Context: an optimization exercise on an open-source flow, tuned for small area, a short achievable clock period and few clock cycles per item. The choices shown serve that exercise and are no tape-out recipe.

the baseline:
==> module trit_dma_top, before the edit <==
module trit_dma_top (
    input  wire                       i_clk,
    input  wire                       i_arst,
    output logic                      o_finish_int,
    input  wire                       i_slave_write,
    input  wire                       i_slave_read,
    input  trit_dma_pkg::saddr_t      i_slave_address,
    input  trit_dma_pkg::sword_t      i_slave_writedata,
    input  wire [32/8-1:0]   i_slave_byteenable,
    output trit_dma_pkg::sword_t      o_slave_readdata,
    output logic                      o_slave_waitrequest,
    output logic                      o_slave_readdatavalid,
    output trit_dma_pkg::maddr_t      o_master_address,
    output logic                      o_master_read,
    output logic                      o_master_write,
    output trit_dma_pkg::mword_t      o_master_writedata,
    output logic [16-1:0]      o_master_byteenable,
    input  wire                       i_master_waitrequest,
    input  trit_dma_pkg::mword_t      i_master_readdata,
    input  wire                       i_master_readdatavalid
);
    localparam int DEPTH = 3;           
    localparam int PTR_W = (DEPTH > 1) ? $clog2(DEPTH) : 1;
    localparam int NB    = 16;
    localparam int LASTW = 6 - 1;
    trit_dma_pkg::sword_t src_reg;
    trit_dma_pkg::sword_t dst_reg;
    trit_dma_pkg::tick_t  tick_cnt;
    logic                 busy;
    logic                 finish;
    logic                 first;      
    logic                 start;
    assign o_slave_waitrequest   = 1'b0;
    assign o_slave_readdatavalid = i_slave_read;
    assign o_finish_int          = finish;
    assign start = i_slave_write && (i_slave_address == 3'd0) &&
                   i_slave_byteenable[0] && i_slave_writedata[1];
    always_ff @(posedge i_clk or posedge i_arst) begin
        if (i_arst) begin
            src_reg <= '0;
            dst_reg <= '0;
        end else if (i_slave_write) begin
            for (int i = 0; i < 32/8; i++) begin
                if (i_slave_byteenable[i]) begin
                    if (i_slave_address == 3'd1) src_reg[8*i +: 8] <= i_slave_writedata[8*i +: 8];
                    if (i_slave_address == 3'd2) dst_reg[8*i +: 8] <= i_slave_writedata[8*i +: 8];
                end
            end
        end
    end
    always_ff @(posedge i_clk or posedge i_arst) begin
        if (i_arst) begin
            tick_cnt <= '0;
        end else if (first) begin
            tick_cnt <= '0;
        end else if (busy) begin
            tick_cnt <= tick_cnt + 1'b1;
        end
    end
    always_comb begin
        o_slave_readdata = '0;
        if (i_slave_read) begin
            case (i_slave_address)
                3'd0:      o_slave_readdata = {30'd0, busy, finish};
                3'd1:     o_slave_readdata = src_reg;
                3'd2:     o_slave_readdata = dst_reg;
                3'd3: o_slave_readdata = tick_cnt[31:0];
                3'd4: o_slave_readdata = tick_cnt[63:32];
                default:         o_slave_readdata = '0;
            endcase
        end
    end
    logic [2:0]       rd_idx;     
    logic [2:0]       wr_idx;     
    logic [1:0]       avail;      
    logic [1:0]       cred;       
    logic             rd_q;
    logic             wr_q;
    logic             rd_acc;
    logic             wr_acc;
    logic             last_wr;
    logic [2:0]       rd_idx_n;
    logic [2:0]       wr_idx_n;
    logic [1:0]       avail_n;
    logic [1:0]       cred_n;
    logic             room_n;
    logic             rd_n;
    logic             wr_n;
    trit_dma_pkg::maddr_t addr_q;     
    assign o_master_read       = rd_q;
    assign o_master_write      = wr_q;
    assign rd_acc              = rd_q && !i_master_waitrequest;
    assign wr_acc              = wr_q && !i_master_waitrequest;
    assign last_wr             = wr_acc && (wr_idx == 3'(LASTW));
    assign o_master_byteenable = {16{1'b1}};
    assign o_master_address    = addr_q;
    assign rd_idx_n = rd_idx + 3'(rd_acc);
    assign wr_idx_n = wr_idx + 3'(wr_acc);
    assign avail_n  = avail + 2'(i_master_readdatavalid) - 2'(wr_acc);
    assign cred_n   = cred - 2'(rd_acc) + 2'(wr_acc);
    assign room_n   = (rd_idx_n != 3'(LASTW + 1)) && (cred_n != 2'd0);
    assign rd_n     = (rd_q && i_master_waitrequest) ||
                      (!(wr_q && i_master_waitrequest) && room_n);
    assign wr_n     = (wr_q && i_master_waitrequest) ||
                      (!(rd_q && i_master_waitrequest) && !room_n && (avail_n != 2'd0));
    always_ff @(posedge i_clk) begin
        if (start) begin
            addr_q <= src_reg[28-1:0];
        end else if (wr_n) begin
            addr_q <= dst_reg[28-1:0] + 28'(wr_idx_n);
        end else begin
            addr_q <= src_reg[28-1:0] + 28'(rd_idx_n);
        end
    end
    always_ff @(posedge i_clk or posedge i_arst) begin
        if (i_arst) begin
            busy   <= 1'b0;
            finish <= 1'b0;
            first  <= 1'b0;
            rd_q   <= 1'b0;
            wr_q   <= 1'b0;
            rd_idx <= '0;
            wr_idx <= '0;
            avail  <= '0;
            cred   <= '0;
        end else begin
            first <= start;
            if (start) begin
                busy   <= 1'b1;
                finish <= 1'b0;
                rd_q   <= 1'b1;
                wr_q   <= 1'b0;
                rd_idx <= '0;
                wr_idx <= '0;
                avail  <= '0;
                cred   <= 2'(DEPTH);
            end else begin
                rd_idx <= rd_idx_n;
                wr_idx <= wr_idx_n;
                avail  <= avail_n;
                cred   <= cred_n;
                if (last_wr) begin
                    busy   <= 1'b0;
                    finish <= 1'b1;
                    rd_q   <= 1'b0;
                    wr_q   <= 1'b0;
                end else if (busy) begin
                    rd_q <= rd_n;
                    wr_q <= wr_n;
                end
            end
        end
    end
    logic [2*NB-1:0]  buf_q [DEPTH];
    logic [DEPTH-1:0] rx_sel;     
    logic [DEPTH-1:0] wr_sel;     
    logic             tail_ok;    
    always_ff @(posedge i_clk or posedge i_arst) begin
        if (i_arst) begin
            rx_sel <= DEPTH'(1);
            wr_sel <= DEPTH'(1);
        end else if (start) begin
            rx_sel <= DEPTH'(1);
            wr_sel <= DEPTH'(1);
        end else begin
            if (i_master_readdatavalid) rx_sel <= {rx_sel[DEPTH-2:0], rx_sel[DEPTH-1]};
            if (wr_acc) wr_sel <= {wr_sel[DEPTH-2:0], wr_sel[DEPTH-1]};
        end
    end
    always_ff @(posedge i_clk) begin
        for (int e = 0; e < DEPTH; e++) begin
            if (i_master_readdatavalid && rx_sel[e]) begin
                for (int j = 0; j < NB; j++) buf_q[e][2*j +: 2] <= i_master_readdata[8*j +: 2];
            end
        end
    end
    assign tail_ok = (wr_idx != 3'(LASTW));
    always_comb begin
        logic [1:0] t;
        for (int j = 0; j < NB; j++) begin
            t = '0;
            for (int e = 0; e < DEPTH; e++) begin
                if (wr_sel[e] && (j == 0 || e != (LASTW % DEPTH) || tail_ok)) t = t | buf_q[e][2*j +: 2];
            end
            o_master_writedata[8*j +: 8] = {{6{t[1]}}, t};
        end
    end
endmodule
==> flow/config.mk <==
export PLATFORM = sky130hd
export DESIGN_NAME = trit_dma_top
export DESIGN_NICKNAME = trit_dma_top
export VERILOG_FILES = /design/flow/design.v
export SDC_FILE = /design/flow/constraint.sdc
export NUM_CORES = 4
export LEC_CHECK = 0
export CAP_MARGIN = 20
export CORE_MARGIN = 2
export CORE_UTILIZATION = 40
export SETUP_SLACK_MARGIN = 2.0
export SLEW_MARGIN = 20
export TNS_END_PERCENT = 0
==> flow/constraint.sdc <==
create_clock -name core_clock -period 5.0 [get_ports {i_clk}]
set_input_delay 1.0000 -clock core_clock [delete_from_list [all_inputs] [get_ports {i_clk}]]
set_output_delay 1.0000 -clock core_clock [all_outputs]
set_load 0.01 [all_outputs]
standard.sh (not shown) runs the stock make flow with config.mk's settings and CLKGATE_MAP_FILE= SYNTH_SCRIPT=/design/flow/synth_recipe.tcl, a recipe that flattens the netlist after the stock synthesis.
==> flow/flow/run.sh <==
#!/bin/bash
set -euo pipefail
cd "$(dirname "$0")/.."
bash standard.sh BUFFER_PORTS_ARGS="-buffer_cell sky130_fd_sc_hd__buf_1" finish > standard_flow.log 2>&1
## Diff of input files: the candidate against the baseline
diff --git a/flow/design.v b/flow/design.v
--- a/flow/design.v
+++ b/flow/design.v
@@ -74,23 +74,20 @@
             tick_cnt <= '0;
         end else if (busy) begin
             tick_cnt <= tick_cnt + 1'b1;
         end
     end
     always_comb begin
-        o_slave_readdata = '0;
-        if (i_slave_read) begin
-            case (i_slave_address)
-                3'd0:      o_slave_readdata = {30'd0, busy, finish};
-                3'd1:     o_slave_readdata = src_reg;
-                3'd2:     o_slave_readdata = dst_reg;
-                3'd3: o_slave_readdata = tick_cnt[31:0];
-                3'd4: o_slave_readdata = tick_cnt[63:32];
-                default:         o_slave_readdata = '0;
-            endcase
-        end
+        case (i_slave_address)
+            3'd0:      o_slave_readdata = {30'd0, busy, finish};
+            3'd1:     o_slave_readdata = src_reg;
+            3'd2:     o_slave_readdata = dst_reg;
+            3'd3: o_slave_readdata = tick_cnt[31:0];
+            3'd4: o_slave_readdata = tick_cnt[63:32];
+            default:         o_slave_readdata = '0;
+        endcase
     end
     logic [2:0]       rd_idx;     
     logic [2:0]       wr_idx;     
     logic [1:0]       avail;      
     logic [1:0]       cred;       
     logic             rd_q;
@@ -119,20 +116,18 @@
     assign cred_n   = cred - 2'(rd_acc) + 2'(wr_acc);
     assign room_n   = (rd_idx_n != 3'(LASTW + 1)) && (cred_n != 2'd0);
     assign rd_n     = (rd_q && i_master_waitrequest) ||
                       (!(wr_q && i_master_waitrequest) && room_n);
     assign wr_n     = (wr_q && i_master_waitrequest) ||
                       (!(rd_q && i_master_waitrequest) && !room_n && (avail_n != 2'd0));
+    trit_dma_pkg::maddr_t base_n;
+    logic [2:0]           idx_n;
+    assign base_n = (wr_n && !start) ? dst_reg[28-1:0] : src_reg[28-1:0];
+    assign idx_n  = start ? 3'd0 : wr_n ? wr_idx_n : rd_idx_n;
     always_ff @(posedge i_clk) begin
-        if (start) begin
-            addr_q <= src_reg[28-1:0];
-        end else if (wr_n) begin
-            addr_q <= dst_reg[28-1:0] + 28'(wr_idx_n);
-        end else begin
-            addr_q <= src_reg[28-1:0] + 28'(rd_idx_n);
-        end
+        addr_q <= base_n + 28'(idx_n);
     end
     always_ff @(posedge i_clk or posedge i_arst) begin
         if (i_arst) begin
             busy   <= 1'b0;
             finish <= 1'b0;
             first  <= 1'b0;
@@ -173,30 +168,34 @@
     logic [2*NB-1:0]  buf_q [DEPTH];
     logic [DEPTH-1:0] rx_sel;     
     logic [DEPTH-1:0] wr_sel;     
     logic             tail_ok;    
     always_ff @(posedge i_clk or posedge i_arst) begin
         if (i_arst) begin
-            rx_sel <= DEPTH'(1);
-            wr_sel <= DEPTH'(1);
+            rx_sel  <= DEPTH'(1);
+            wr_sel  <= DEPTH'(1);
+            tail_ok <= 1'b1;
         end else if (start) begin
-            rx_sel <= DEPTH'(1);
-            wr_sel <= DEPTH'(1);
+            rx_sel  <= DEPTH'(1);
+            wr_sel  <= DEPTH'(1);
+            tail_ok <= 1'b1;
         end else begin
             if (i_master_readdatavalid) rx_sel <= {rx_sel[DEPTH-2:0], rx_sel[DEPTH-1]};
-            if (wr_acc) wr_sel <= {wr_sel[DEPTH-2:0], wr_sel[DEPTH-1]};
+            if (wr_acc) begin
+                wr_sel  <= {wr_sel[DEPTH-2:0], wr_sel[DEPTH-1]};
+                tail_ok <= (wr_idx != 3'(LASTW - 1));
+            end
         end
     end
     always_ff @(posedge i_clk) begin
         for (int e = 0; e < DEPTH; e++) begin
             if (i_master_readdatavalid && rx_sel[e]) begin
                 for (int j = 0; j < NB; j++) buf_q[e][2*j +: 2] <= i_master_readdata[8*j +: 2];
             end
         end
     end
-    assign tail_ok = (wr_idx != 3'(LASTW));
     always_comb begin
         logic [1:0] t;
         for (int j = 0; j < NB; j++) begin
             t = '0;
             for (int e = 0; e < DEPTH; e++) begin
                 if (wr_sel[e] && (j == 0 || e != (LASTW % DEPTH) || tail_ok)) t = t | buf_q[e][2*j +: 2];
### Flow results
- Re met3 track demand over resource in global routing: the candidate is 0.55 points down on the baseline.
- Total via count in the routed design went down by more than 10% going from the baseline to the candidate.
- The higher synthesized-area fraction occupied by and/or/nand/nor cells came out of the baseline.
- The candidate against the baseline: initial standard-cell utilization of the core saw an increase, register-to-register setup slack lower, die outline area now smaller, number of fill cells in the layout has decreased, wire length of the first global-routing pass dropped 10%.
- Changes observed in the candidate relative to the baseline: number of buffers other than clock buffers in the final layout moved up, summed area of non-filler cells in the final layout moved down.
- Run comparison: the candidate dominant combinational cell family by area after synthesis simple AND/OR/NAND/NOR gates; the baseline dominant combinational cell family by area after synthesis compound AO/OA/AOI/OAI gates
No run of this note included a check of the RTL's function; only the layout flow was run.

separate check: timing with driven ports:
The results above use ideal ports. As a check the final layouts listed here were re-extracted and re-timed, cells and wires unchanged.
Step 1, drivers: a clkbuf_16 drives i_clk and a buf_2 each remaining input, both assumed.
Step 2 times the ports against the registers' clock, not the clock port: input delays grow and output delays shrink by t, the midpoint of the rising clock arrivals with the driver on.
Slacks: ideal / step 1 / step 2; pairs: ideal / step 1.
| run | t, ns | setup slack, ns | latest minus earliest clock arrival (ns) | pins driven straight from the clock port |
|---|---|---|---|---|
| the baseline | 0.613 | 1.669 / 1.611 / 1.111 | 0.049 / 0.049 | 1 |
| the candidate | 0.596 | 1.195 / 1.197 / 0.601 | 0.022 / 0.022 | 1 |
After both steps setup and hold are still met in every run listed. The setup slack of the candidate, which loses most, moves by +0.002 ns with the drivers and by -0.594 ns with both steps.
